This design comes from an exercise in tuning for small area on the open sky130 flow, not from production work.
The RTL was checked by simulation tests, not by an equivalence proof against the original design.
The flow treats the clock pin as an ideal source, which a real chip does not have.
Power is estimated from default activity; no workload was simulated.

==> design.v <==
package fir_pkg;
  localparam int unsigned DEF_DATA_W = 16;
  localparam int unsigned DEF_COEF_W = 18;
  localparam int unsigned DEF_TAPS   = 102;
  localparam int unsigned NDIG  = DEF_COEF_W / 2;
  localparam int unsigned ACC_W = 24;
endpackage
module fir_coef_ram #(
  parameter int unsigned DEPTH  = 4,
  parameter int unsigned COEF_W = 18,
  parameter int unsigned AW     = 2
) (
  input  logic              clk,
  input  logic              rst,
  input  logic              we,
  input  logic [AW-1:0]     waddr,
  input  logic [COEF_W-1:0] wdata,
  input  logic [AW-1:0]     ph_next,    
  output logic [COEF_W-1:0] head
);
  logic [DEPTH-1:0][COEF_W-1:0] mem_q;
  logic [AW:0]                  diff;
  logic [AW-1:0]                wslot;
  logic                         wvalid;
  logic [COEF_W-1:0]            wd;
  assign diff   = {1'b0, waddr} - {1'b0, ph_next};
  assign wslot  = diff[AW] ? AW'(diff[AW-1:0] + AW'(DEPTH)) : diff[AW-1:0];
  assign wvalid = we && (waddr < AW'(DEPTH));
  assign wd     = wdata & {COEF_W{!rst}};
  assign head   = mem_q[0];
  always_ff @(posedge clk) begin
    for (int unsigned i = 0; i < DEPTH; i++) begin
      if (rst || (wvalid && (wslot == AW'(i)))) mem_q[i] <= (i % 2 == 1) ? ~wd : wd;
      else if (i + 1 == DEPTH)                  mem_q[i] <= mem_q[0];
      else                                      mem_q[i] <= ~mem_q[i + 1];
    end
  end
endmodule
module fir_symm_tdm #(
  parameter int unsigned DATA_W    = fir_pkg::DEF_DATA_W,
  parameter int unsigned COEF_W    = fir_pkg::DEF_COEF_W,
  parameter int unsigned TAPS      = fir_pkg::DEF_TAPS,
  parameter int unsigned OUT_SHIFT = 16
) (
  input  logic                          clk,
  input  logic                          rst,
  input  logic                          clear,
  input  logic                          in_valid,
  output logic                          in_ready,
  input  logic [DATA_W-1:0]             in_data,
  input  logic                          coef_we,
  input  logic [5:0]                    coef_addr,
  input  logic [COEF_W-1:0]             coef_wdata,
  output logic                          out_valid,
  output logic [DATA_W-1:0]             out_data,
  output logic                          out_sat
);
  localparam int unsigned H     = TAPS / 2;
  localparam int unsigned AW    = 6;
  localparam int unsigned NDIG  = fir_pkg::NDIG;
  localparam int unsigned ACC_W = fir_pkg::ACC_W;
  localparam logic signed [ACC_W-1:0] RND_C = ACC_W'(1) << (OUT_SHIFT - 1);
  typedef enum logic [1:0] {
    ST_IDLE = 2'd0,
    ST_ZERO = 2'd1,
    ST_ADJ  = 2'd2,
    ST_PASS = 2'd3
  } state_e;
  state_e        st_q;
  logic [AW-1:0] ph_q, ph_d;    
  logic [3:0]    dig_q;         
  logic          out_valid_q;
  logic          accept;
  logic          ph_last;
  logic          len_a;         
  logic          ld_b;          
  logic          short_b;       
  assign ph_last  = (ph_q == AW'(H - 1));
  assign ph_d     = ph_last ? '0 : ph_q + AW'(1);
  assign in_ready = (st_q == ST_IDLE) && ph_last && !clear && !rst;
  assign accept   = in_valid && in_ready;
  assign len_a    = (st_q == ST_ADJ) && ((dig_q == '0) || (ph_q == '0));
  assign ld_b     = (st_q == ST_ZERO) || ((st_q == ST_ADJ) && (dig_q == '0) && ph_last);
  assign short_b  = (st_q == ST_ADJ) && (dig_q == '0) && (ph_q != '0);
  always_ff @(posedge clk or posedge rst) begin
    if (rst) begin
      st_q        <= ST_ZERO;
      ph_q        <= '0;
      dig_q       <= '0;
      out_valid_q <= 1'b0;
    end else begin
      ph_q        <= ph_d;
      out_valid_q <= 1'b0;
      if (clear) begin
        st_q  <= ST_ZERO;
        dig_q <= '0;
      end else begin
        case (st_q)
          ST_ZERO: begin
            if (ph_last) begin
              dig_q <= dig_q + 4'd1;
              if (dig_q == 4'd3) begin
                st_q  <= ST_IDLE;
                dig_q <= '0;
              end
            end
          end
          ST_IDLE: begin
            if (accept) st_q <= ST_ADJ;
          end
          ST_ADJ: begin
            if (ph_last) begin
              dig_q <= dig_q + 4'd1;
              if (dig_q == 4'd1) begin
                st_q  <= ST_PASS;
                dig_q <= '0;
              end
            end
          end
          default: begin   
            if (ph_last) begin
              dig_q <= dig_q + 4'd1;
              if (dig_q == 4'(NDIG - 1)) begin
                st_q        <= ST_IDLE;
                dig_q       <= '0;
                out_valid_q <= 1'b1;
              end
            end
          end
        endcase
      end
    end
  end
  logic [H-1:0][DATA_W-1:0] ra_q;
  logic [DATA_W-1:0]        xa;        
  logic [H-2:0][DATA_W-1:0] rb_q;
  logic [DATA_W-1:0]        yb_q;
  logic [DATA_W-1:0]        a_in;
  always_comb begin
    if (st_q == ST_ZERO) a_in = '0;
    else if (len_a)      a_in = xa;
    else if (accept)     a_in = in_data;
    else                 a_in = ra_q[0];
  end
  always_ff @(posedge clk) begin
    for (int unsigned i = 0; i + 1 < H; i++) ra_q[i] <= ra_q[i+1];
    ra_q[H-1] <= a_in;
    for (int unsigned i = 0; i + 2 < H; i++) rb_q[i] <= rb_q[i+1];
    rb_q[H-2] <= short_b ? rb_q[0] : yb_q;
    yb_q      <= ld_b ? ra_q[1] : rb_q[0];
  end
  logic [COEF_W-1:0] c_head;
  logic [COEF_W:0]   coef_x;     
  logic [2:0]        bwin;
  fir_coef_ram #(
    .DEPTH  (H),
    .COEF_W (COEF_W),
    .AW     (AW)
  ) u_coef_ram (
    .clk     (clk),
    .rst     (rst),
    .we      (coef_we),
    .waddr   (coef_addr),
    .wdata   (coef_wdata),
    .ph_next (ph_d),
    .head    (c_head)
  );
  assign coef_x = {c_head, 1'b0};
  always_comb begin
    bwin = '0;
    for (int unsigned d = 0; d < NDIG; d++) begin
      if (st_q == ST_PASS && dig_q == 4'(d)) bwin = coef_x[2*d +: 3];
    end
  end
  logic signed [DATA_W:0]   pre;
  logic                     b_neg, b_two, b_one;
  logic signed [DATA_W+1:0] pmag;
  logic signed [ACC_W-1:0]  acc_q, acc_src, acc_add;
  assign pre   = $signed({ra_q[0][DATA_W-1], ra_q[0]}) + $signed({rb_q[0][DATA_W-1], rb_q[0]});
  assign b_neg = bwin[2] && !(bwin[1] && bwin[0]);
  assign b_one = bwin[1] ^ bwin[0];
  assign b_two = (bwin == 3'b011) || (bwin == 3'b100);
  always_comb begin
    if (b_two)      pmag = {pre, 1'b0};
    else if (b_one) pmag = {pre[DATA_W], pre};
    else            pmag = '0;
    acc_add = ACC_W'(pmag) ^ {ACC_W{b_neg}};
    if (st_q != ST_PASS)                   acc_src = ACC_W'(ra_q[0]);
    else if (ph_q == '0 && dig_q == '0)    acc_src = RND_C;
    else if (ph_q == '0)                   acc_src = acc_q >>> 2;
    else                                   acc_src = acc_q;
  end
  always_ff @(posedge clk) begin
    acc_q <= acc_src + acc_add + ACC_W'(b_neg);
  end
  assign xa = acc_q[DATA_W-1:0];
  logic sat_hi, sat_lo;
  assign sat_hi    = !acc_q[ACC_W-1] && (acc_q[ACC_W-2:DATA_W-1] != '0);
  assign sat_lo    =  acc_q[ACC_W-1] && (acc_q[ACC_W-2:DATA_W-1] != '1);
  assign out_valid = out_valid_q;
  assign out_sat   = sat_hi || sat_lo;
  assign out_data  = sat_hi ? {1'b0, {(DATA_W-1){1'b1}}} :
                     sat_lo ? {1'b1, {(DATA_W-1){1'b0}}} : acc_q[DATA_W-1:0];
endmodule
==> flow/run.sh <==
#!/bin/bash
# The standard layout (standard.sh) with these changes:
#  - synthesis is the standard flow's own script, except that ABC maps the logic with
#    flow/abc_area.script, an area-only mapping (flip-flops are not touched);
#  - clock tree synthesis adds no dummy loads and clusters up to 30 flip-flops
#    within 80 um per leaf buffer;
#  - after clock tree synthesis, flow/downsize_clk.tcl gives each clock buffer
#    the smallest clkbuf that keeps the slew at the pins it drives within 105 ps,
#    and flow/downsize_buf.tcl gives each buffer repair_design added the smallest
#    buffer that keeps the slew it drives within 0.75 ns and setup met;
#  - the port buffers are the smallest buffer cell.
# All tool output goes to standard_flow.log and to the ORFS logs under orfs/logs.
set -euo pipefail
work=$PWD
std=$(sed -n 's/.* SYNTH_SCRIPT=\([^ ]*\) .*/\1/p' standard.sh)
[[ -n "$std" ]]
cat > my_synth.tcl <<TCL
proc abc {args} {
  set i [lsearch -exact \$args -script]
  if {\$i >= 0} { lset args [expr {\$i + 1}] $work/flow/abc_area.script }
  yosys abc {*}\$args
}
source $std
TCL
sed "s# SYNTH_SCRIPT=[^ ]* # SYNTH_SCRIPT=$work/my_synth.tcl #" standard.sh > my_standard.sh
grep -q "SYNTH_SCRIPT=$work/my_synth.tcl" my_standard.sh
export CTS_ARGS="-sink_clustering_enable -repair_clock_nets -dont_use_dummy_load -sink_clustering_size 30 -sink_clustering_max_diameter 80"
export POST_CTS_TCL="$work/flow/post_cts.tcl"
export BUFFER_PORTS_ARGS="-buffer_cell sky130_fd_sc_hd__buf_1"
bash my_standard.sh > standard_flow.log 2>&1
==> flow/abc_area.script <==
strash;dch;map -a;amap
==> flow/downsize_buf.tcl <==
# Give each buffer that repair_design inserted the smallest buffer cell that
# keeps the slew at the pins it drives within a limit, and leaves setup met.
estimate_parasitics -placement
set buf_slew_limit 0.75
set buf_sizes {sky130_fd_sc_hd__buf_1 sky130_fd_sc_hd__buf_2}
proc buf_out_slew {inst} {
  set worst 0.0
  foreach out [get_pins -of_objects $inst -filter "direction == output"] {
    set s [get_property $out slew_max]
    if {$s > $worst} { set worst $s }
    foreach p [get_pins -of_objects [get_nets -of_objects $out] -filter "direction == input"] {
      set s [get_property $p slew_max]
      if {$s > $worst} { set worst $s }
    }
  }
  return $worst
}
set n_down 0
foreach inst [get_cells *] {
  set orig [get_property $inst ref_name]
  if {$orig != "sky130_fd_sc_hd__buf_4" && $orig != "sky130_fd_sc_hd__buf_2"} { continue }
  foreach size $buf_sizes {
    if {$size == $orig} { break }
    replace_cell $inst $size
    if {[buf_out_slew $inst] <= $buf_slew_limit && [sta::worst_slack_cmd max] > 0.5e-9} { incr n_down; break }
    replace_cell $inst $orig
  }
}
puts "downsize_buf: $n_down buffers downsized"
==> flow/downsize_clk.tcl <==
# Post-CTS: give each clock buffer the smallest clkbuf that keeps the slew at
# every pin its output drives within a limit (estimated from placement).
estimate_parasitics -placement
set clk_slew_limit 0.105
set clk_sizes {sky130_fd_sc_hd__clkbuf_2 sky130_fd_sc_hd__clkbuf_4 sky130_fd_sc_hd__clkbuf_8}
proc clk_out_slew {inst} {
  set worst 0.0
  foreach out [get_pins -of_objects $inst -filter "direction == output"] {
    foreach p [get_pins -of_objects [get_nets -of_objects $out] -filter "direction == input"] {
      set s [get_property $p slew_max]
      if {$s > $worst} { set worst $s }
    }
  }
  return $worst
}
set n_down 0
foreach inst [get_cells clkbuf_*] {
  set orig [get_property $inst ref_name]
  if {$orig != "sky130_fd_sc_hd__clkbuf_16"} { continue }
  foreach size $clk_sizes {
    replace_cell $inst $size
    if {[clk_out_slew $inst] <= $clk_slew_limit} { incr n_down; break }
    replace_cell $inst $orig
  }
}
puts "downsize_clk: $n_down clock buffers downsized"
==> flow/post_cts.tcl <==
# Post-CTS hook: downsize clock buffers, then the buffers repair_design added.
source [file join [file dirname [info script]] downsize_clk.tcl]
source [file join [file dirname [info script]] downsize_buf.tcl]
==> standard.sh <==
#!/bin/bash
# synth_recipe.tcl (not shown) runs the flow's synth.tcl, then flattens the netlist and writes it again
# the make line also repeats each setting of config.mk as NAME=value (left out here)
make -C /OpenROAD-flow-scripts/flow DESIGN_CONFIG=/design/flow/config.mk WORK_HOME=/design/flow/orfs CLKGATE_MAP_FILE= SYNTH_SCRIPT=/design/flow/synth_recipe.tcl "${@:-finish}"
==> config.mk <==
export PLATFORM = sky130hd
export DESIGN_NAME = fir_symm_tdm
export DESIGN_NICKNAME = fir_symm_tdm
export VERILOG_FILES = /design/flow/design.v
export SDC_FILE = /design/flow/constraint.sdc
export NUM_CORES = 4
export LEC_CHECK = 0
export ABC_AREA = 1
export CAP_MARGIN = 20
export CORE_MARGIN = 2
export CORE_UTILIZATION = 75
export PLACE_DENSITY = 0.8
export SLEW_MARGIN = 20
==> constraint.sdc <==
create_clock -name core_clock -period 12.0 [get_ports {clk}]
set_input_delay 2.4000 -clock core_clock [delete_from_list [all_inputs] [get_ports {clk}]]
set_output_delay 2.4000 -clock core_clock [all_outputs]
set_load 0.01 [all_outputs]
==> impl_metrics.csv, run 1 <==
group,metric,value,unit
timing,period_needed,8.899,ns
routing,final_antenna_net_count,0,
grt,antenna_found_initial,6,
worst_hold_path,hold_path_depth,0,
yosys,syn_area,62660,µm²
yosys,synthesis.instances,4402,
yosys,ys.warnings.count,2,
floorplan,io_pins,64,
timing,setup_viol,0,
worst_hold_path,min_to,"rb_q[722]$_DFF_P_",
timing,grt_setup_unrepaired,"false",
placement,numPortBuffers,63,
grt,grt-ovfl-total,0,
cts,insertion_delay,0.70,ns
worst_hold_path,holdCritStartpoint,"rb_q[738]$_DFF_P_",
floorplan,die-height,293.0,µm
floorplan,die_w,293.0,µm
timing,tns,0,ns
worst_setup_path,r2r_slack,3.10,ns
timing,finalCritPeriodShare,0.7416,
yosys,synth_top_family_by_area,"compound AO/OA/AOI/OAI gates",
yosys,synthAdderAreaFrac,0.01274,
power,power_switching,0.003351,W
floorplan,start_util,0.7535,
floorplan,fp.dieArea,85880,µm²
power,p_int,0.01094,W
worst_setup_path,max_stage_delay,0.58,ns
timing,slew_violations,0,
run_status,status,"complete, no violations",
yosys,synth-xor-area-share,0,
power,ir_drop,176.5,µV
timing,hold_viol,0,
yosys,synth-edff-count,0,
cells_and_area,nFillCells,4117,
routing,first_iter_violations,3791,
worst_setup_path,cp_num_buf_inv,9,
yosys,ys_seq_area_frac,0.8276,
power,p_leak,26.07,nW
yosys,ys_types,43,
timing,slew_headroom,0.2481,
placement,dpl_worst_slack,3.944,ns
routing,vias,35540,
cts,cts.sinks,2587,
worst_setup_path,crit_required,12.58,ns
cells_and_area,synthToLayoutAreaGrowth,7.222,%
timing,fin_skew,0.06533,ns
power,swShare,0.2345,
placement,placed_cells,5633,
worst_setup_path,critPathLaunchType,"flop",
power,pwr-share-clk,0.269,
timing,timing.final.ws_setup,3.101,ns
worst_setup_path,critical_path_class,"flop to flop",
cells_and_area,seq_area,51860,µm²
cells_and_area,final_common_cell,"dfxtp_1",
routing,wl_per_cell,24.85,µm
cells_and_area,final_cell_mix,"2574 x dfxtp_1, 924 x o22ai_1, 195 x clkinv_1",
routing,drc,0,
worst_setup_path,r2r.worst_path.cells,35,
grt,grt_pass1_vias,35000,
cells_and_area,num-nets-final,4758,
routing,drtPass1Iterations,6,
cells_and_area,final_core_util,0.8080,
yosys,ys_seq_elements,2587,
floorplan,core_area,83160,µm²
yosys,synth.area.mux_share,0,
worst_setup_path,cp_slowest_cell,"nor4_1",
worst_setup_path,path_delay_family,"compound AO/OA/AOI/OAI gates",
grt,grt_pass1_wl,213700,µm
worst_setup_path,critPathMaxFanout,18,
worst_setup_path,critPathCaptureType,"flop",
cts,clkTransAtPathRegs,0.12,ns
power,p_seq_frac,0.655,
flow_run,maxCapViolations,0,
yosys,synth_flop_cell,"dfxtp_1",
worst_setup_path,cpMostUsedCell,"clkinv_1",
placement,hpwl,79280,µm
worst_setup_path,r2r_start,"st_q[0]$_DFFE_PP1P_",
worst_hold_path,min_path_type,"flop to flop",
cells_and_area,layout.cells.non_filler,5730,
worst_setup_path,reg2reg_to,"acc_q[22]$_DFF_P_",
worst_setup_path,worstPathArrival,9.48,ns
routing,drt-vias-per-instance,6.202,
timing,max_freq,112.4,MHz
yosys,synth_compound_area_frac,0.1282,
cells_and_area,multi_input_area,10110,µm²
cells_and_area,layout-drive-gt1-share,0.04151,
cts,tritoncts,"yes",
grt,grt.total_usage,0.3276,
yosys,synth_nets,4509,
placement,gp_congestion,0.8950,
routing,routed_wirelength,142400,µm
yosys,ys_async_sr_fraction,0.005025,
timing,tightest_slew,1.116,ns
yosys,postSynthAreaPerCell,14.23,µm²
grt,grt_max_degree,69,
floorplan,num_rows,106,
power,p_per_area,212.7,nW/µm²
yosys,synthSimpleGateAreaFrac,0.01961,
power,p_comb_frac,0.076,
[power groups by stage]
| stage | Combinational (W) | Sequential [W] | Clock, W |
|---|---|---|---|
| floorplan | 0.000713 | 0.00944 | 0 |
| global placement | 0.00101 | 0.00950 | 0 |
| detailed placement | 0.00104 | 0.00952 | 0 |
| global route | 0.00117 | 0.00939 | 0.00414 |
| finish | 0.00108 | 0.00936 | 0.00385 |
[metrics by stage]
step	total power [W]	hold slack [ns]	cell area (µm²)
after floorplan	0.01015	0.3096	62660
final	0.01429	0.2847	67190
after global placement	0.01051	0.3096	64940
after detailed placement	0.01057	0.3121	64980
after global routing	0.01470	0.2836	67180
[sequential cells by signal, summed over array words and instances (netlist names)]
register,cells
rb_q,800
u_coef_ram.mem_q,918
yb_q,16
ph_q,6
ra_q,816
dig_q,4
acc_q,24
st_q,2
out_valid_q,1
[synthesized netlist by cell type (all sizes together) (2+ instances only)]
library cell  count  area (µm²)
o41ai             2       17.52
o22a              2       17.52
nand3             3       15.01
o221a             3       33.78
a22o             30       262.8
fa                3       60.06
a21o             16       120.1
or3               2       12.51
nand4            27       168.9
clkinv          197       739.5
o21a             24       180.2
a21oi            31       155.2
nand2b            3       18.77
a221oi            4       35.03
nor2            101       379.1
o221ai           21       183.9
or2              17       106.4
o31ai             4       30.03
dfxtp          2574       51530
or4               2       15.01
o21ai           147       735.7
nor3             12       60.06
nor4              2       12.51
o21bai            3       22.52
nor2b             3       18.77
a31oi            13       81.33
a22oi            41       307.8
ha               59       738.2
nand2           108       405.4
dfrtp            12       300.3
o22ai           924        5781
[cell families (layout without fill, tap and decap cells)]
| kind of cell | count (synthesis) | in the layout |
|---|---|---|
| AND/OR/NAND/NOR | 282 | 282 |
| other | 0 | 1 |
| buffers and inverters | 198 | 445 |
| AO/OA/AOI/OAI | 1273 | 1273 |
| adder cells (fa/ha/maj) | 62 | 62 |
| flip-flops | 2587 | 2587 |
[area by class of cell]
| type | count | area share |
|---|---|---|
| timing repair buffer | 152 | 0.01080 |
| tap | 1080 | 0.02011 |
| sequential | 2587 | 0.7718 |
| multi-input combinational | 1617 | 0.1505 |
| inverter | 197 | 0.01102 |
| antenna | 1 | 0.00003725 |
| clock buffer | 96 | 0.03576 |
[how the worst max path moves through the flow]
stage	from	end	slack (ns)	depth (start not counted)
2_1_floorplan	ph_q[0]$_DFF_PP0_	acc_q[22]$_DFF_P_	3.32	27
3_3_place_gp	st_q[0]$_DFFE_PP1P_	acc_q[22]$_DFF_P_	4.11	35
5_1_grt	st_q[0]$_DFFE_PP1P_	acc_q[22]$_DFF_P_	2.25	36
3_5_place_dp	st_q[0]$_DFFE_PP1P_	acc_q[22]$_DFF_P_	3.94	34
6_report	st_q[0]$_DFFE_PP1P_	acc_q[22]$_DFF_P_	3.10	35
[routing by layer]
metal / vias to the layer above / global-route usage / share of wire
li1: 16120 / - / -
met1: 17130 / 0.4475 / 0.41
met2: 1849 / 0.5298 / 0.47
met3: 433 / 0.05454 / 0.076
met4: 6 / 0.1281 / 0.044
met5: - / 0 / 0.00029
[worst reg2reg max path, delay by kind of cell (launching register included)]
family | cells | cell delay (ns)
adders and majority gates | 3 | 1.00
AOI/OAI and AO/OA | 20 | 4.05
DFF | 1 | 0.56
and+or+nand+nor | 3 | 1.18
buffers and inverters | 9 | 2.01
==> inputs of run 2 (changes only) <==
--- a/config.mk
+++ b/config.mk
@@ -8,6 +8,5 @@
 export ABC_AREA = 1
 export CAP_MARGIN = 20
 export CORE_MARGIN = 2
-export CORE_UTILIZATION = 75
-export PLACE_DENSITY = 0.8
+export CORE_UTILIZATION = 70
 export SLEW_MARGIN = 20
==> impl_metrics.csv, run 2 <==
group,metric,value,unit
run_status,status,"complete, no violations",
cells_and_area,final_cell_mix,"2574 x dfxtp_1, 924 x o22ai_1, 194 x clkinv_1",
yosys,synth_top_area_cell,"dfxtp_1",
cts,tritoncts,"yes",
grt,grt_pass1_vias,31680,
placement,numPortBuffers,63,
yosys,synth_flop_cell,"dfxtp_1",
floorplan,num_rows,109,
grt,grt.total_usage,0.2665,
floorplan,start_util,0.7079,
worst_setup_path,critical_path_class,"flop to flop",
worst_setup_path,critPathCaptureType,"flop",
cells_and_area,final_common_cell,"dfxtp_1",
routing,final_antenna_net_count,0,
cts,cts.sinks,2587,
timing,timing.final.ws_setup,3.611,ns
routing,wl_per_cell,21.37,µm
cells_and_area,num-nets-final,4762,
yosys,synth_nets,4509,
yosys,ys.warnings.count,2,
routing,drtPass1Iterations,6,
routing,first_iter_violations,3046,
timing,finalCritPeriodShare,0.6991,
routing,vias,33540,
placement,dpl_worst_slack,4.233,ns
worst_setup_path,cp_slowest_cell,"dfstp_2",
yosys,synth_area_leaders,"dfxtp_1 82%, o22ai_1 9.2%, clkinv_1 1.2%",
grt,grt_pass1_wl,187500,µm
yosys,synthMostInstantiatedCell,"dfxtp_1",
grt,grt-ovfl-total,0,
timing,period_needed,8.389,ns
worst_setup_path,critPathMaxFanout,18,
worst_setup_path,worstPathArrival,9.00,ns
floorplan,core_area,88510,µm²
timing,setup_viol,0,
grt,antenna_found_initial,4,
timing,max_freq,119.2,MHz
cells_and_area,synthToLayoutAreaGrowth,7.534,%
worst_hold_path,min_path_type,"flop to flop",
power,p_leak,26.11,nW
routing,routed_wirelength,124400,µm
yosys,postSynthAreaPerCell,14.23,µm²
timing,grt_setup_unrepaired,"false",
yosys,synthesis.instances,4402,
timing,slew_violations,0,
yosys,synth-edff-count,0,
yosys,ys_seq_elements,2587,
cells_and_area,regMostFlops,"u_coef_ram.mem_q",
yosys,synth_common_cells,"2574 x dfxtp_1, 924 x o22ai_1, 197 x clkinv_1, 147 x o21ai_0, 108 x nand2_1",
worst_setup_path,path_delay_family,"compound AO/OA/AOI/OAI gates",
cells_and_area,final_cell_area,67380,µm²
worst_setup_path,critPathLaunchType,"flop",
cells_and_area,nFillCells,5321,
cells_and_area,largest_reg_flops,918,
timing,hold_ws,0.2932,ns
placement,hpwl,71910,µm
floorplan,io_pins,64,
yosys,ys_types,43,
timing,hold_viol,0,
cells_and_area,biggestRegsByFlops,"u_coef_ram.mem_q x918, ra_q x816, rb_q x800",
cts,insertion_delay,0.72,ns
placement,placed_area,65120,µm²
timing,fin_skew,0.06548,ns
yosys,synth.top_cell.area_share,0.8223,
routing,drt-vias-per-instance,5.762,
power,ir_drop,187.1,µV
grt,grt_max_degree,70,
worst_setup_path,cpMostUsedCell,"clkinv_1",
timing,tightest_slew,1.090,ns
cells_and_area,layout-drive-gt1-share,0.04449,
timing,slew_headroom,0.2660,
worst_setup_path,max_stage_delay,0.57,ns
power,p_per_area,210.6,nW/µm²
flow_run,maxCapViolations,0,
worst_setup_path,cp_num_buf_inv,9,
placement,gp_congestion,0.8890,
floorplan,die-height,303.2,µm
timing,tns,0,ns
cts,clkTransAtPathRegs,0.11,ns
yosys,syn_area,62660,µm²
floorplan,fp.dieArea,91920,µm²
floorplan,die_w,303.2,µm
yosys,ys_seq_area_frac,0.8276,
routing,drc,0,
yosys,ys_async_sr_fraction,0.005025,
worst_setup_path,crit_required,12.61,ns
==> run 2: cell counts after synthesis <==
No cell type changed its count.
==> run 2: layout make-up <==
cell class / count / area, µm² / area share
diodes: 2 / 5.005 / 0.00007427
clock buffers: 97 / 2405 / 0.03569
inverters: 197 / 740.7 / 0.01099
multi-input cells: 1617 / 10130 / 0.1504
flip-flops and latches: 2587 / 51860 / 0.7696
well taps: 1165 / 1458 / 0.02163
repair buffers: 155 / 787.0 / 0.01168
==> run 2: metrics by stage <==
step / util / cells / power (W)
after floorplan: - / 4402 / 0.01015
after global placement: 0.7354 / 5719 / 0.01053
after detailed placement: 0.7358 / 5720 / 0.01056
after global routing: 0.7612 / 5818 / 0.01467
final: 0.7613 / 5820 / 0.01419
==> run 2: cell families (layout without fill, tap and decap cells) <==
kind of cell	count (synthesis)	after routing	share of synthesized area
AOI/OAI and AO/OA	1273	1273	0.1282
adders and majority gates	62	62	0.01274
buffers and inverters	198	449	0.01186
DFF	2587	2587	0.8276
other	0	2	0
and+or+nand+nor	282	282	0.01961
==> run 2: worst paths after layout <==
kind | from | endpoint | slack [ns] | cells past startpoint
max in group asynchronous | rst | dig_q[3]$_DFFE_PP0P_ | 9.08 | 3
min in group asynchronous | rst | dig_q[2]$_DFFE_PP0P_ | 1.73 | 2
setup reg to reg | st_q[0]$_DFFE_PP1P_ | acc_q[22]$_DFF_P_ | 3.61 | 35
setup / recovery | st_q[0]$_DFFE_PP1P_ | acc_q[22]$_DFF_P_ | 3.61 | 35
hold reg to reg | rb_q[19]$_DFF_P_ | rb_q[3]$_DFF_P_ | 0.29 | 0
hold / removal | rb_q[19]$_DFF_P_ | rb_q[3]$_DFF_P_ | 0.29 | 0
==> run 2: per-layer routing <==
metal | share of wire | track usage | vias to the layer above
met2 | 0.45 | 0.4104 | 1009
li1 | - | - | 16140
met5 | 0.000056 | 0 | -
met3 | 0.062 | 0.04176 | 211
met1 | 0.47 | 0.3974 | 16170
met4 | 0.025 | 0.07014 | 2
==> run 2: where the power goes <==
part | switching [W] | internal [W] | total [W]
clock | 0.00235 | 0.00144 | 0.00380
sequential | 0.000185 | 0.00914 | 0.00932
combinational | 0.000720 | 0.000353 | 0.00107
total | 0.00326 | 0.0109 | 0.0142
==> inputs of run 3 (changes only) <==
--- a/flow/run.sh
+++ b/flow/run.sh
@@ -6,8 +6,9 @@
 #    within 80 um per leaf buffer;
 #  - after clock tree synthesis, flow/downsize_clk.tcl gives each clock buffer
 #    the smallest clkbuf that keeps the slew at the pins it drives within 105 ps,
-#    and flow/downsize_buf.tcl gives each buffer repair_design added the smallest
-#    buffer that keeps the slew it drives within 0.75 ns and setup met;
+#    and flow/downsize_logic.tcl gives each other buffer and logic cell the
+#    smallest drive strength that keeps the slew it drives within 0.75 ns and
+#    setup met;
 #  - the port buffers are the smallest buffer cell.
 # All tool output goes to standard_flow.log and to the ORFS logs under orfs/logs.
 set -euo pipefail
==> flow/downsize_logic.tcl (new file) <==
# Give each buffer or logic cell the smallest drive strength of its kind that
# keeps the slew at the pins it drives within a limit and leaves setup met.
# Flip-flops and the clock tree are left alone.
estimate_parasitics -placement
set logic_slew_limit 0.75
proc logic_out_slew {inst} {
  set worst 0.0
  foreach out [get_pins -of_objects $inst -filter "direction == output"] {
    set s [get_property $out slew_max]
    if {$s > $worst} { set worst $s }
    foreach p [get_pins -of_objects [get_nets -of_objects $out] -filter "direction == input"] {
      set s [get_property $p slew_max]
      if {$s > $worst} { set worst $s }
    }
  }
  return $worst
}
set n_down 0
foreach inst [get_cells *] {
  set orig [get_property $inst ref_name]
  if {![regexp {^(sky130_fd_sc_hd__([a-z0-9]+))_([0-9]+)$} $orig -> base kind drive]} { continue }
  if {$drive <= 1 || [string match "df*" $kind] || [string match "edf*" $kind] || [string match "clk*" $kind]} { continue }
  foreach d {0 1 2 4 6 8 12} {
    if {$d >= $drive} { break }
    set size "${base}_$d"
    if {[llength [get_lib_cells -quiet */$size]] == 0} { continue }
    replace_cell $inst $size
    if {[logic_out_slew $inst] <= $logic_slew_limit && [sta::worst_slack_cmd max] > 0.5e-9} { incr n_down; break }
    replace_cell $inst $orig
  }
}
puts "downsize_logic: $n_down cells downsized"
==> flow/post_cts.tcl (replaced) <==
# Post-CTS hook: downsize clock buffers, then buffers and logic cells.
source [file join [file dirname [info script]] downsize_clk.tcl]
source [file join [file dirname [info script]] downsize_logic.tcl]
removed: flow/downsize_buf.tcl
==> impl_metrics.csv, run 3 <==
group,metric,value,unit
timing,tightest_slew,1.057,ns
grt,grt_max_degree,70,
yosys,ys_seq_area_frac,0.8276,
routing,drtPass1Iterations,6,
worst_setup_path,critPathMaxFanout,18,
timing,setup_viol,0,
floorplan,core_area,88510,µm²
cts,tritoncts,"yes",
worst_setup_path,max_stage_delay,0.57,ns
routing,final_antenna_net_count,0,
routing,drc,0,
cts,cts.sinks,2587,
routing,routed_wirelength,124100,µm
timing,slew_headroom,0.2880,
placement,hpwl,71910,µm
routing,drt-vias-per-instance,5.741,
worst_setup_path,critical_path_class,"flop to flop",
cts,insertion_delay,0.72,ns
worst_setup_path,critPathLaunchType,"flop",
yosys,ys.warnings.count,2,
grt,antenna_found_initial,4,
placement,gp_congestion,0.8890,
yosys,synthMostInstantiatedCell,"dfxtp_1",
yosys,synth_common_cells,"2574 x dfxtp_1, 924 x o22ai_1, 197 x clkinv_1, 147 x o21ai_0, 108 x nand2_1",
power,p_leak,26.10,nW
grt,grt_pass1_vias,31670,
flow_run,maxCapViolations,0,
grt,grt.total_usage,0.2664,
floorplan,die_w,303.2,µm
timing,hold_viol,0,
timing,grt_setup_unrepaired,"false",
timing,fin_skew,0.06439,ns
floorplan,start_util,0.7079,
floorplan,fp.dieArea,91920,µm²
power,p_per_area,210.7,nW/µm²
routing,vias,33420,
placement,placed_area,65120,µm²
cells_and_area,final_cell_area,67300,µm²
cells_and_area,final_cell_mix,"2574 x dfxtp_1, 924 x o22ai_1, 194 x clkinv_1",
timing,tns,0,ns
yosys,ys_async_sr_fraction,0.005025,
floorplan,io_pins,64,
cells_and_area,layout-drive-gt1-share,0.04083,
yosys,postSynthAreaPerCell,14.23,µm²
worst_setup_path,cpMostUsedCell,"clkinv_1",
cells_and_area,biggestRegsByFlops,"u_coef_ram.mem_q x918, ra_q x816, rb_q x800",
yosys,synth_area_leaders,"dfxtp_1 82%, o22ai_1 9.2%, clkinv_1 1.2%",
yosys,synth-edff-count,0,
yosys,synth_flop_cell,"dfxtp_1",
worst_setup_path,worstPathArrival,9.00,ns
yosys,synth.top_cell.area_share,0.8223,
cells_and_area,regMostFlops,"u_coef_ram.mem_q",
cells_and_area,final_common_cell,"dfxtp_1",
routing,first_iter_violations,3003,
worst_hold_path,min_path_type,"flop to flop",
power,ir_drop,186.8,µV
yosys,synthesis.instances,4402,
power,fin_total_pwr,0.01418,W
cells_and_area,nFillCells,5340,
cts,clkTransAtPathRegs,0.11,ns
timing,period_needed,8.389,ns
yosys,ys_types,43,
timing,hold_ws,0.2919,ns
yosys,ys_seq_elements,2587,
yosys,synth_nets,4509,
grt,grt_pass1_wl,187500,µm
worst_setup_path,critPathCaptureType,"flop",
routing,wl_per_cell,21.31,µm
run_status,status,"complete, no violations",
timing,slew_violations,0,
placement,numPortBuffers,63,
yosys,synth_top_area_cell,"dfxtp_1",
cells_and_area,synthToLayoutAreaGrowth,7.410,%
cells_and_area,num-nets-final,4762,
timing,finalCritPeriodShare,0.6991,
cells_and_area,final_core_util,0.7604,
grt,grt-ovfl-total,0,
worst_setup_path,crit_required,12.61,ns
cells_and_area,largest_reg_flops,918,
floorplan,num_rows,109,
timing,max_freq,119.2,MHz
yosys,syn_area,62660,µm²
floorplan,die-height,303.2,µm
worst_setup_path,cp_slowest_cell,"dfstp_2",
## run 3: cell counts after synthesis
No cell type changed its count.
## run 3: power breakdown
group	switching (W)	internal (W)	total, W
registers	0.000185	0.00914	0.00932
logic	0.000716	0.000351	0.00107
clock network	0.00235	0.00144	0.00379
## run 3: cells by family (layout without fill, tap and decap cells)
kind of cell,Yosys count,in the layout,share of synthesized area
AND/OR/NAND/NOR,282,282,0.01961
flip-flops,2587,2587,0.8276
adder cells (fa/ha/maj),62,62,0.01274
buffers and inverters,198,449,0.01186
other,0,3,0
AO/OA/AOI/OAI,1273,1273,0.1282
## run 3: path summary, 6_finish.rpt
kind                                      from              endpoint  slack (ns)  cells past startpoint
max                        st_q[0]$_DFFE_PP1P_     acc_q[22]$_DFF_P_        3.61                     35
max reg2reg                st_q[0]$_DFFE_PP1P_     acc_q[22]$_DFF_P_        3.61                     35
max in group asynchronous                  rst  dig_q[3]$_DFFE_PP0P_        9.16                      3
min reg2reg                   rb_q[19]$_DFF_P_       rb_q[3]$_DFF_P_        0.29                      0
min                           rb_q[19]$_DFF_P_       rb_q[3]$_DFF_P_        0.29                      0
min in group asynchronous                  rst  dig_q[1]$_DFFE_PP0P_        1.73                      2
## run 3: metal layers
metal / vias up / wire (µm) / share of wire / GRT usage
li1: 16150 / - / - / -
met1: 16060 / 58020 / 0.47 / 0.3974
met2: 1019 / 55150 / 0.44 / 0.4103
met3: 192 / 8018 / 0.065 / 0.04205
met4: 2 / 2883 / 0.023 / 0.06920
met5: - / 7 / 0.000056 / 0
## run 3: metrics by stage
| stage | instances | setup WS, ns |
|---|---|---|
| after floorplan | 4402 | 3.317 |
| after global placement | 5719 | 4.337 |
| after detailed placement | 5720 | 4.233 |
| after global routing | 5818 | 2.431 |
| final | 5821 | 3.611 |
## run 3: final cells by class
| cell class | instances | area, µm² | area share |
|---|---|---|---|
| Clock buffer | 97 | 2405 | 0.03573 |
| Timing Repair Buffer | 155 | 764.5 | 0.01136 |
| Inverter | 197 | 740.7 | 0.01101 |
| Multi-Input combinational cell | 1617 | 10070 | 0.1497 |
| Antenna cell | 3 | 7.507 | 0.0001115 |
| Tap cell | 1165 | 1458 | 0.02166 |
| Sequential cell | 2587 | 51860 | 0.7705 |
## run 3: critical path: cells and delay by family (launching register included)
family          cells  cell delay (ns)
compound gates     20             3.73
buf+inv             9             1.93
simple gates        3             1.07
fa+ha+maj           3             1.00
flops               1             0.57
==> inputs of run 4 (changes only) <==
--- a/design.v
+++ b/design.v
@@ -73,15 +73,15 @@
   logic          accept;
   logic          ph_last;
   logic          len_a;         
-  logic          ld_b;          
+  logic          inj_b;         
   logic          short_b;       
   assign ph_last  = (ph_q == AW'(H - 1));
   assign ph_d     = ph_last ? '0 : ph_q + AW'(1);
   assign in_ready = (st_q == ST_IDLE) && ph_last && !clear && !rst;
   assign accept   = in_valid && in_ready;
   assign len_a    = (st_q == ST_ADJ) && ((dig_q == '0) || (ph_q == '0));
-  assign ld_b     = (st_q == ST_ZERO) || ((st_q == ST_ADJ) && (dig_q == '0) && ph_last);
   assign short_b  = (st_q == ST_ADJ) && (dig_q == '0) && (ph_q != '0);
+  assign inj_b    = (st_q == ST_ZERO) || ((st_q == ST_ADJ) && (dig_q == 4'd1) && (ph_q == '0));
   always_ff @(posedge clk or posedge rst) begin
     if (rst) begin
       st_q        <= ST_ZERO;
@@ -146,8 +146,8 @@
     for (int unsigned i = 0; i + 1 < H; i++) ra_q[i] <= ra_q[i+1];
     ra_q[H-1] <= a_in;
     for (int unsigned i = 0; i + 2 < H; i++) rb_q[i] <= rb_q[i+1];
-    rb_q[H-2] <= short_b ? rb_q[0] : yb_q;
-    yb_q      <= ld_b ? ra_q[1] : rb_q[0];
+    rb_q[H-2] <= inj_b ? ra_q[0] : (short_b ? rb_q[0] : yb_q);
+    yb_q      <= rb_q[0];
   end
   logic [COEF_W-1:0] c_head;
   logic [COEF_W:0]   coef_x;     
==> impl_metrics.csv, run 4 <==
group,metric,value,unit
run_status,status,"complete, no violations",
yosys,synthMostInstantiatedCell,"dfxtp_1",
yosys,postSynthAreaPerCell,14.23,µm²
floorplan,io_pins,64,
cells_and_area,regMostFlops,"u_coef_ram.mem_q",
worst_setup_path,critPathMaxFanout,21,
worst_setup_path,startpoint,"st_q[0]$_DFFE_PP1P_",
timing,slew_headroom,0.3134,
yosys,synth_area_leaders,"dfxtp_1 82%, o22ai_1 9.6%, clkinv_1 1.2%",
timing,hold_ws,0.2733,ns
placement,dpl_worst_slack,3.981,ns
timing,slew_violations,0,
yosys,ys_types,42,
routing,drc,0,
yosys,synth_nets,4505,
worst_setup_path,crit_path_end,"acc_q[22]$_DFF_P_",
worst_hold_path,hold_path_depth,0,
cells_and_area,final_cell_area,67150,µm²
floorplan,core_area,88510,µm²
timing,finalCritPeriodShare,0.7164,
timing,hold_viol,0,
power,pwr-share-clk,0.216,
worst_setup_path,worstPathArrival,9.16,ns
worst_setup_path,cp_num_cells,35,
routing,drt-vias-per-instance,5.871,
cells_and_area,layout-drive-gt1-share,0.04053,
power,p_int,0.01336,W
placement,gp_congestion,0.9052,
worst_setup_path,r2r.worst_path.cells,35,
cells_and_area,largest_reg_flops,918,
cells_and_area,final_common_cell,"dfxtp_1",
grt,grt.total_usage,0.2820,
worst_setup_path,critical_path_class,"flop to flop",
routing,routed_wirelength,130000,µm
cts,tritoncts,"yes",
cts,cts.sinks,2587,
routing,first_iter_violations,3165,
worst_setup_path,cpMostUsedCell,"clkinv_1",
worst_setup_path,cp_num_buf_inv,7,
routing,final_antenna_net_count,0,
yosys,synth_flop_cell,"dfxtp_1",
worst_setup_path,cp_slowest_cell,"ha_1",
routing,wl_per_cell,22.40,µm
worst_hold_path,min_path_type,"flop to flop",
timing,tns,0,ns
floorplan,die_w,303.0,µm
power,p_leak,26.46,nW
yosys,synthesis.instances,4398,
cells_and_area,num-nets-final,4747,
worst_setup_path,r2r_slack,3.40,ns
yosys,synth-edff-count,0,
timing,fin_skew,0.09621,ns
yosys,ys_seq_area_frac,0.8285,
yosys,ys_async_sr_fraction,0.005025,
yosys,synth_top_area_cell,"dfxtp_1",
cells_and_area,biggestRegsByFlops,"u_coef_ram.mem_q x918, ra_q x816, rb_q x800",
placement,hpwl,73740,µm
timing,grt_setup_unrepaired,"false",
grt,grt-ovfl-total,0,
grt,antenna_found_initial,6,
floorplan,start_util,0.7072,
placement,placed_area,65040,µm²
power,swShare,0.2421,
cts,insertion_delay,0.72,ns
yosys,ys.warnings.count,2,
placement,numPortBuffers,63,
yosys,ys_seq_elements,2587,
worst_setup_path,r2r_start,"st_q[0]$_DFFE_PP1P_",
flow_run,maxCapViolations,0,
power,p_seq_frac,0.696,
yosys,synth.top_cell.area_share,0.8233,
cells_and_area,nFillCells,5256,
floorplan,fp.dieArea,91820,µm²
worst_setup_path,critPathLaunchType,"flop",
timing,timing.final.ws_setup,3.403,ns
power,ir_drop,228.7,µV
worst_setup_path,critPathCaptureType,"flop",
cells_and_area,synthToLayoutAreaGrowth,7.290,%
cts,clkTransAtPathRegs,0.10,ns
grt,grt_max_degree,66,
routing,vias,34070,
routing,drtPass1Iterations,7,
power,p_per_area,262.5,nW/µm²
yosys,synth_common_cells,"2574 x dfxtp_1, 958 x o22ai_1, 199 x clkinv_1, 145 x o21ai_0, 104 x nor2_1",
cells_and_area,num_antenna_cells,0,
yosys,syn_area,62590,µm²
timing,max_freq,116.3,MHz
power,p_comb_frac,0.087,
power,power_switching,0.004267,W
worst_setup_path,reg2reg_to,"acc_q[22]$_DFF_P_",
timing,period_needed,8.597,ns
timing,setup_viol,0,
floorplan,die-height,303.0,µm
timing,tightest_slew,1.026,ns
grt,grt_pass1_vias,32840,
floorplan,num_rows,109,
worst_setup_path,path_delay_family,"compound AO/OA/AOI/OAI gates",
cells_and_area,final_cell_mix,"2574 x dfxtp_1, 958 x o22ai_1, 196 x clkinv_1",
grt,grt_pass1_wl,197700,µm
worst_setup_path,crit_required,12.56,ns
worst_setup_path,max_stage_delay,0.69,ns
-- run 4: cell types whose count changed after synthesis, sizes merged, moves of 3 or more --
| cell | previous run | this run |
|---|---|---|
| a22o | 30 | 0 |
| a21oi | 31 | 51 |
| o31ai | 4 | 7 |
| a22oi | 41 | 23 |
| o21a | 24 | 10 |
| o221a | 3 | 21 |
| nand4 | 27 | 22 |
| nor2 | 101 | 104 |
| nand2 | 108 | 99 |
| or3 | 2 | 5 |
| o22ai | 924 | 958 |
-- run 4: layout make-up --
cell class / instances / area, µm² / share of cell area
timing repair buffer: 144 / 664.4 / 0.009893
tap: 1165 / 1458 / 0.02171
multi-input combinational: 1611 / 10020 / 0.1492
sequential: 2587 / 51860 / 0.7722
clock buffer: 97 / 2407 / 0.03585
inverter: 199 / 749.5 / 0.01116
-- run 4: power by group through the flow --
stage / clock network (W) / logic (W) / registers [W]
final: 0.00381 / 0.00154 / 0.0123
after global placement: 0 / 0.00149 / 0.0123
after floorplan: 0 / 0.00105 / 0.0120
after global routing: 0.00413 / 0.00170 / 0.0125
after detailed placement: 0 / 0.00151 / 0.0124
-- run 4: worst min-delay path by stage --
stage,from,to,slack [ns]
2_1_floorplan,ra_q[16]$_DFF_P_,ra_q[0]$_DFF_P_,0.31
3_3_place_gp,ra_q[400]$_DFF_P_,ra_q[384]$_DFF_P_,0.31
3_5_place_dp,ra_q[583]$_DFF_P_,ra_q[567]$_DFF_P_,0.31
5_1_grt,ra_q[72]$_DFF_P_,ra_q[56]$_DFF_P_,0.29
6_report,ra_q[72]$_DFF_P_,ra_q[56]$_DFF_P_,0.27
-- run 4: cells by family after synthesis --
| kind of cell | Yosys count | synth area share |
|---|---|---|
| adder cells (fa/ha/maj) | 62 | 0.01275 |
| AND/OR/NAND/NOR | 273 | 0.01895 |
| buffers and inverters | 200 | 0.01199 |
| AO/OA/AOI/OAI | 1274 | 0.1275 |
| XOR/XNOR | 2 | 0.0002799 |
| flip-flops | 2587 | 0.8285 |
-- run 4: through the flow --
stage	util	total power [W]	instances
finish	0.7587	0.01763	5803
global route	0.7587	0.01832	5803
detailed placement	0.7349	0.01386	5706
global placement	0.7338	0.01374	5703
floorplan	-	0.01300	4398
-- run 4: worst register-to-register path, delay by kind of cell, from the launching register on --
family          cells  cell delay [ns]
flops               1             0.56
simple gates        3             1.11
fa+ha+maj           3             1.19
compound gates     22             4.15
buf+inv             7             1.46
-- run 4: routing by layer --
layer	up-vias	global-route usage	share of wire	wire, µm
li1	16100	-	-	-
met1	16420	0.4155	0.45	58980
met2	1267	0.4311	0.44	57620
met3	273	0.04726	0.071	9205
met4	10	0.08820	0.032	4136
met5	-	0	0.00050	65

## re-timing with driven ports
The flow's constraints put no driver on any port. The routed layouts listed below were extracted and timed again, unchanged, in two steps. Step 1: set_driving_cell puts a clkbuf_16 on clk and a buf_2 on each other input, an assumption about the parent block. Step 2 moves the port delays by t, midway between the first and last clock arrival at a register: inputs arrive t later, outputs are due t later. That takes back most of the time a late clock gives input paths. Three values: ideal, step 1, step 2; two values: the first two.
run | shift t [ns] | slack for setup (ns) | worst register clock-pin slew, ns
run 1 | 0.748 | 3.101 / 3.101 / 3.101 | 0.12 / 0.12
run 2 | 0.768 | 3.611 / 3.611 / 3.611 | 0.11 / 0.11
run 3 | 0.768 | 3.611 / 3.611 / 3.611 | 0.11 / 0.11
run 4 | 0.738 | 3.403 / 3.403 / 3.403 | 0.12 / 0.12
After both steps setup and hold are still met in every run listed.
